This is an optimization exercise on Yosys and OpenROAD, whose aim is small area and a short achievable clock period, not a production implementation.
The RTL was checked by simulation tests, not by an equivalence proof against the original design.
Power figures rest on the tool's default switching activity, not on a simulated workload.

$ cat flow/config.mk
export PLATFORM = sky130hd
export DESIGN_NAME = step_top
export DESIGN_NICKNAME = step_top
export VERILOG_FILES = /design/flow/design.v
export SDC_FILE = /design/flow/constraint.sdc
export NUM_CORES = 4
export LEC_CHECK = 0
export CAP_MARGIN = 20
export CORE_MARGIN = 2
export CORE_UTILIZATION = 40
export SLEW_MARGIN = 20
$ cat flow/constraint.sdc
create_clock -name core_clock -period 7.0 [get_ports {clk}]
set_input_delay 1.4000 -clock core_clock [delete_from_list [all_inputs] [get_ports {clk}]]
set_output_delay 1.4000 -clock core_clock [all_outputs]
set_load 0.01 [all_outputs]
$ cat flow/design.v
package step_pkg;
  typedef enum logic [1:0]
  {
    ST_IDLE   = 2'd0,
    ST_MOVE   = 2'd1,  
    ST_MOVE_N = 2'd2   
  } axis_state_e;
  typedef enum logic [3:0]
  {
    REG_CTRL   = 4'd0,
    REG_STATE  = 4'd2,
    REG_COUNT  = 4'd4,
    REG_PERIOD = 4'd5,
    REG_PULSES = 4'd6,
    REG_DIR    = 4'd7
  } reg_off_e;
  typedef struct packed
  {
    logic [32-1:0] period;        
    logic [32-1:0] pulse_number;  
    logic                   dir;
  } axis_cfg_t;
  typedef struct packed
  {
    logic start;
    logic start_n;
    logic stop;
  } axis_cmd_t;
  typedef struct packed
  {
    axis_state_e            state;
    logic [32-1:0] step_count;
  } axis_stat_t;
  localparam int CFG_W  = 2 * 32 + 1;
  localparam int CMD_W  = 3;
  localparam int STAT_W = 2 + 32;
endpackage
import step_pkg::*;
module step_csr
(
  input  logic                                clk,
  input  logic                                rst,
  input  logic [7:0]                          address,
  input  logic [31:0]                         writedata,
  input  logic                                write,
  output logic [4*CFG_W-1:0]     cfg,
  output logic [4*CMD_W-1:0]     cmd,
  output logic                                wr_err
);
  logic [3:0] axis_sel;
  logic [3:0] off;
  logic       axis_ok;
  logic       off_ok;
  logic [4-1:0][32-1:0] period_q;
  logic [4-1:0][32-1:0] pulses_q;
  logic [4-1:0]                  dir_q;
  logic [4-1:0]                  stop_q;
  logic [4-1:0]                  start_q;
  logic [4-1:0]                  start_n_q;
  assign axis_sel = address[7:4];
  assign off      = address[3:0];
  assign axis_ok  = axis_sel < 4'(4);
  assign off_ok = (off == 4'd0) || (off == 4'd5) ||
                  (off == 4'd6) || (off == 4'd7);
  always_ff @(posedge clk)
  begin
    if (rst)
    begin
      period_q  <= '0;
      pulses_q  <= '0;
      dir_q     <= '0;
      stop_q    <= '0;
      start_q   <= '0;
      start_n_q <= '0;
      wr_err    <= 1'b0;
    end
    else
    begin
      stop_q    <= '0;
      start_q   <= '0;
      start_n_q <= '0;
      if (write && !(axis_ok && off_ok))
        wr_err <= 1'b1;  
      for (int i = 0; i < 4; i++)
      begin
        if (write && axis_sel == 4'(i))
        begin
          case (off)
            4'd0:
            begin
              stop_q[i]    <= writedata[0];
              start_q[i]   <= writedata[1];
              start_n_q[i] <= writedata[2];
            end
            4'd5:
              period_q[i] <= writedata;
            4'd6:
              pulses_q[i] <= writedata;
            4'd7:
              dir_q[i] <= writedata[0];
            default:
            begin
            end
          endcase
        end
      end
    end
  end
  for (genvar i = 0; i < 4; i++)
  begin : g_pack
    assign cfg[i*CFG_W +: CFG_W] = {period_q[i], pulses_q[i], dir_q[i]};
    assign cmd[i*CMD_W +: CMD_W] = {start_q[i], start_n_q[i], stop_q[i]};
  end
endmodule
import step_pkg::*;
module step_axis
(
  input  logic       clk,
  input  logic       rst,
  input  step_pkg::axis_cfg_t  cfg,
  input  step_pkg::axis_cmd_t  cmd,
  output step_pkg::axis_stat_t stat,
  output logic       step,
  output logic       dir,
  output logic       enable
);
  step_pkg::axis_state_e  state;
  step_pkg::axis_state_e  next_state;
  logic [32-1:0] timer;
  logic [32-1:0] step_count;
  logic [32-1:0] period_eff;
  logic                   moving;
  logic                   entry;
  logic                   done_n;
  logic                   dir_q;
  assign period_eff = (cfg.period < 32'(2)) ? 32'(2) : cfg.period;
  assign moving = (state != ST_IDLE);
  assign entry  = (state == ST_IDLE) && (next_state != ST_IDLE);
  assign step   = (timer == period_eff);  
  assign done_n = (cfg.pulse_number == '0) ||
                  (step && (step_count + 1'b1 >= cfg.pulse_number));
  always_comb
  begin
    case (state)
      ST_IDLE:
      begin
        if (cmd.start)
          next_state = ST_MOVE;  
        else if (cmd.start_n)
          next_state = ST_MOVE_N;
        else
          next_state = ST_IDLE;
      end
      ST_MOVE:
        next_state = cmd.stop ? ST_IDLE : ST_MOVE;
      ST_MOVE_N:
        next_state = (cmd.stop || done_n) ? ST_IDLE : ST_MOVE_N;
      default:
        next_state = ST_IDLE;
    endcase
  end
  always_ff @(posedge clk)
  begin
    if (rst)
    begin
      state      <= ST_IDLE;
      timer      <= '0;
      step_count <= '0;
      dir_q      <= 1'b0;
    end
    else
    begin
      state <= next_state;
      if (entry)
      begin
        timer      <= '0;
        step_count <= '0;
        dir_q      <= cfg.dir;  
      end
      else if (moving)
      begin
        if (step)
        begin
          timer      <= 32'(1);
          step_count <= step_count + 1'b1;
        end
        else
          timer <= timer + 1'b1;
        if (next_state == ST_IDLE)
          timer <= '0;  
      end
    end
  end
  assign enable = (next_state != ST_IDLE);
  assign dir    = dir_q;
  assign stat.state      = state;
  assign stat.step_count = step_count;
endmodule
import step_pkg::*;
module step_readback
(
  input  logic                            clk,
  input  logic                            rst,
  input  logic [7:0]                      address,
  input  logic                            read,
  input  logic                            write,
  input  logic [4*CFG_W-1:0]  cfg,
  input  logic [4*STAT_W-1:0] stat,
  input  logic                            wr_err,
  output logic [31:0]                     readdata
);
  logic [3:0] axis_sel;
  step_pkg::reg_off_e off;
  step_pkg::axis_cfg_t  sel_cfg;
  step_pkg::axis_stat_t sel_stat;
  logic [31:0] rd_mux;
  assign axis_sel = address[7:4];
  assign off      = step_pkg::reg_off_e'(address[3:0]);
  always_comb
  begin
    sel_cfg  = '0;
    sel_stat = '0;
    for (int i = 0; i < 4; i++)
    begin
      if (axis_sel == 4'(i))
      begin
        sel_cfg  = cfg[i*CFG_W +: CFG_W];
        sel_stat = stat[i*STAT_W +: STAT_W];
      end
    end
  end
  always_comb
  begin
    rd_mux = '0;  
    if (axis_sel == 4'd15)
    begin
      if (off == REG_CTRL)
        rd_mux = {31'b0, wr_err};
    end
    else if (axis_sel < 4'(4))
    begin
      case (off)
        REG_STATE:  rd_mux = 32'(sel_stat.state);
        REG_COUNT:  rd_mux = sel_stat.step_count;
        REG_PERIOD: rd_mux = sel_cfg.period;
        REG_PULSES: rd_mux = sel_cfg.pulse_number;
        REG_DIR:    rd_mux = {31'b0, sel_cfg.dir};
        default:    rd_mux = '0;
      endcase
    end
  end
  always_ff @(posedge clk)
  begin
    if (rst)
      readdata <= '0;
    else if (read && !write)  
      readdata <= rd_mux;
  end
endmodule
import step_pkg::*;
module step_top
(
  input  logic                      clk,
  input  logic                      rst,
  input  logic [7:0]                address,
  input  logic [31:0]               writedata,
  input  logic                      write,
  input  logic                      read,
  output logic [31:0]               readdata,
  output logic [4-1:0] step,
  output logic [4-1:0] dir,
  output logic [4-1:0] enable
);
  logic [4*CFG_W-1:0]  cfg;
  logic [4*CMD_W-1:0]  cmd;
  logic [4*STAT_W-1:0] stat;
  logic                            wr_err;
  step_csr step_csr_inst
  (
    .clk       (clk),
    .rst       (rst),
    .address   (address),
    .writedata (writedata),
    .write     (write),
    .cfg       (cfg),
    .cmd       (cmd),
    .wr_err    (wr_err)
  );
  for (genvar i = 0; i < 4; i++)
  begin : g_axis
    step_axis step_axis_inst
    (
      .clk    (clk),
      .rst    (rst),
      .cfg    (cfg[i*CFG_W +: CFG_W]),
      .cmd    (cmd[i*CMD_W +: CMD_W]),
      .stat   (stat[i*STAT_W +: STAT_W]),
      .step   (step[i]),
      .dir    (dir[i]),
      .enable (enable[i])
    );
  end
  step_readback step_readback_inst
  (
    .clk      (clk),
    .rst      (rst),
    .address  (address),
    .read     (read),
    .write    (write),
    .cfg      (cfg),
    .stat     (stat),
    .wr_err   (wr_err),
    .readdata (readdata)
  );
endmodule
$ cat flow/run.sh
#!/bin/bash
# synth_recipe.tcl (not shown) runs the flow's synth.tcl, then flattens the netlist and writes it again
# the make line also repeats each setting of config.mk as NAME=value (left out here)
make -C /OpenROAD-flow-scripts/flow DESIGN_CONFIG=/design/flow/config.mk WORK_HOME=/design/flow/orfs CLKGATE_MAP_FILE= SYNTH_SCRIPT=/design/flow/synth_recipe.tcl finish
==> run notes <==
tightest hold or removal path, delay by kind of cell, from the launching register on:
kind            cells  cell delay (ps)
simple gates        1               50
flops               1              310
compound gates      1               50
routing by layer:
layer / global-route usage, % / wire length, um / up-vias
met5: 0 / 0 / -
met4: 9.41 / 4240 / 0
met3: 5.13 / 12100 / 167
met2: 37.8 / 48100 / 1416
met1: 42.2 / 56200 / 14600
li1: - / - / 14800
cells by family (layout without fill, tap and decap cells):
kind of cell               count (synthesis)  after routing  synth area share (%)
xor gates and xnor gates                 422            422                  11.3
buffers and inverters                    447            396                  5.49
DFF                                      573            573                  34.9
muxes                                     19             19                 0.696
and+or+nand+nor                         1864           1864                  26.6
AOI/OAI and AO/OA                        879            879                  15.9
adders and majority gates                136            136                  5.18
worst min-delay path by stage:
stage / startpoint / to / cells after the start
after floorplan: step_csr_inst.wr_err$_SDFFE_PP0P_ / step_csr_inst.wr_err$_SDFFE_PP0P_ / 2
after global placement: step_readback_inst.readdata[10]$_SDFFE_PP0P_ / step_readback_inst.readdata[10]$_SDFFE_PP0P_ / 2
after detailed placement: step_readback_inst.readdata[6]$_SDFFE_PP0P_ / step_readback_inst.readdata[6]$_SDFFE_PP0P_ / 2
after CTS: step_readback_inst.readdata[6]$_SDFFE_PP0P_ / step_readback_inst.readdata[6]$_SDFFE_PP0P_ / 2
after global routing: step_readback_inst.readdata[16]$_SDFFE_PP0P_ / step_readback_inst.readdata[16]$_SDFFE_PP0P_ / 2
final: step_readback_inst.readdata[4]$_SDFFE_PP0P_ / step_readback_inst.readdata[4]$_SDFFE_PP0P_ / 2
report_power, final:
group	switching, mW	leakage [nW]	internal (mW)
Clock	1.51	1.18	2.31
Combinational	0.273	7.44	0.0749
Sequential	0.00329	4.61	3.26
per-stage QoR:
| step | std cells | power [mW] | hold WS [ps] | cell area (sq um) |
|---|---|---|---|---|
| finish | 5359 | 7.43 | 450 | 36600 |
| CTS | 5357 | 7.46 | 452 | 36600 |
| global route | 5359 | 7.61 | 467 | 36600 |
| floorplan | 4340 | 3.52 | 429 | 32900 |
| global placement | 5238 | 3.67 | 437 | 34200 |
| detailed placement | 5238 | 3.67 | 446 | 34200 |
Yosys cell counts (all sizes together), types with 5 or more instances:
cell type / number / area [sq um]
o22ai: 102 / 638
xor2: 231 / 2030
or3: 31 / 194
inv: 145 / 544
a31oi: 23 / 144
buf: 64 / 325
and2: 24 / 153
nor3b: 8 / 60.1
nand2: 778 / 2920
o21bai: 5 / 41.3
clkbuf: 238 / 935
and4: 17 / 149
or4: 11 / 82.6
nand3: 139 / 701
nand4: 114 / 728
o211ai: 10 / 75.1
ha: 136 / 1700
a21o: 44 / 332
a21oi: 406 / 2040
nor2: 356 / 1340
mux2i: 15 / 150
a211oi: 70 / 531
a211o: 8 / 70.1
or2: 16 / 100
dfxtp: 573 / 11500
a2111oi: 5 / 43.8
nand2b: 14 / 87.6
o32ai: 29 / 254
nor2b: 75 / 469
xnor2: 191 / 1670
o31ai: 6 / 58.8
nand3b: 10 / 75.1
o21ai: 133 / 666
nor4: 109 / 748
nor3: 97 / 512
o21a: 9 / 67.6
and3: 59 / 369
sequential cells by signal, summed over array words and instances (netlist names):
signal	cells
step_csr_inst.start_n_q	4
step_csr_inst.start_q	4
g_axis.step_axis_inst.timer	128
step_csr_inst.dir_q	4
step_csr_inst.wr_err	1
step_csr_inst.pulses_q	128
step_csr_inst.period_q	128
g_axis.step_axis_inst.state	8
g_axis.step_axis_inst.dir_q	4
step_csr_inst.stop_q	4
g_axis.step_axis_inst.step_count	128
step_readback_inst.readdata	32
cell type report:
cell class | count | area [sq um] | share of cell area, %
clock buffer | 93 | 2010 | 5.48
clock inverter | 26 | 370 | 1.01
inverter | 145 | 544 | 1.49
multi-input combinational | 3320 | 19700 | 53.7
sequential | 573 | 11500 | 31.3
tap | 1070 | 1340 | 3.65
timing repair buffer | 132 | 1220 | 3.33
==> qor.yml <==
synth_edf_count: 0
grt_max_degree: 86
fmax_mhz: 150
cts_hold_buffers: 0
routed_via_density: 5.78
clock_path_buffers: 3
worst_pin_slew_ps: 1060
path_buf_inv: 1
ys.warnings.count: 3
route.detailed.drc: 0
crit_start: "g_axis[3].step_axis_inst.step_count[0]$_SDFFE_PP0P_"
crit_top_cell: "a21o_1"
post-place-ws_ps: 1040
drtAntennaViolNets: 0
drv_slew: 0
cp_slowest_cell: "clkdlybuf4s50_1"
ys_ff_latch: 573
post-cts-setup-buffer-count: 0
cp_max_fo: 6
clk_pin_slew_ps: 60
cts_buffers: 68
syn_inst: 4340
wire_per_inst_um: 22.5
final_cell_mix: "nand2_1 (775), dfxtp_1 (573), a21oi_1 (405), nor2_1 (344), xor2_1 (230)"
rr_endpoint: "g_axis[3].step_axis_inst.timer[12]$_SDFFE_PP0N_"
endpoint: "enable[3]"
finalCriticalPeriod_ps: 6650
wl_um: 121000
power_density_nw_per_um2: 203
via_count: 31000
post_synth_num_cell_types: 79
drive_gt1_share_pct: 5.15
rrSetupSlack_ps: 2290
fin_crit_sh_pct: 94.9
diodes: 0
track_usage_pct: 27.5
ioPinCount: 88
layout_commonest_cell: "nand2_1"
cp.depth: 17
vdd_drop_max_v: 0.000147
grt_pass1_wl_um: 179000
port_buffers: 87
setup_viol: 0
crit_family: "simple AND/OR/NAND/NOR gates"
ys.flop_type: "dfxtp_1"
fin_ws_ps: 354
finClkSkew_ps: 19.3
clock_sinks: 573
cts_htree_levels: 3
crit_chain: "ha_1, nand3_2, nor4_4, and4_1, and3_1, and3_1, nand3_1, xnor2_1, ha_1, a21o_1, a21o_1, a221oi_1, o21ai_0, a21o_1, a31o_1, nand2_1, clkdlybuf4s50_1"
place_congestion: 0.959
dieArea_sq_um: 84500
slew_headroom_pct: 29.1
grt_pass1_vias: 27600
outcome: "complete, no violations"
drtIter0Drc: 3681
globalRouteOverflowTotal: 0
cap_violations: 0
hold_path_class: "reg -> reg"
timing.rr.start: "g_axis[3].step_axis_inst.step_count[0]$_SDFFE_PP0P_"
cts_tree: "built"
ys_seq_area_share_pct: 34.9
final_util_pct: 44.8
cts_resized: 0
async_flop_share_pct: 0
rr_worst_depth: 17
crit_required_ps: 5600
die_h_um: 291
synthesis.nets: 4520
hpwl_um: 87900
antenna_found_initial: 0
syn_area_sq_um: 32900
cp-end-kind: "output port"
hold_viol: 0
nNetsFinal: 4420
arrival_ps: 5250
finalSetupTns_ps: 0
fill_cells: 8156
startpoint_type: "register"
avgSynthCellArea_sq_um: 7.58
power.leakage_nw: 13.2
root_buffer: "clkbuf_16"
rows: 105
clock_latency_ps: 620
max_stage_delay_ps: 560
path_class: "reg -> out"
first_pass_iters: 5
core_area_sq_um: 81700
die_width_um: 291
start_util_pct: 40.2
syn_to_final_growth_pct: 11.4
rsz0062_at_grt: "no"

static timing again, ports no longer ideal:
Ports are ideal in the flow. The routed layout listed here was re-timed in OpenROAD.
Step 1 (the two cells are an assumption about what drives the block):
set clk [get_ports {clk}]
set_driving_cell -lib_cell sky130_fd_sc_hd__clkbuf_16 $clk
set_driving_cell -lib_cell sky130_fd_sc_hd__buf_2 [delete_from_list [all_inputs] $clk]
Step 2 adds t to the input delays and takes it off the output delays; t is the mean of the earliest and latest rising clock arrival at the registers after step 1. Input paths then give back, and output paths get back, about the clock's delay inside the block.
a / b / c = ideal / step 1 / step 2; a / b = the first two.
t, ns: 0.682
setup WS [ns]: 0.354 / 0.286 / 0.968
worst setup path after step 2: register to output
After both steps setup and hold are still met in this run. For this run, drivers alone change the setup slack by -0.068 ns; drivers and shift together by +0.614 ns.
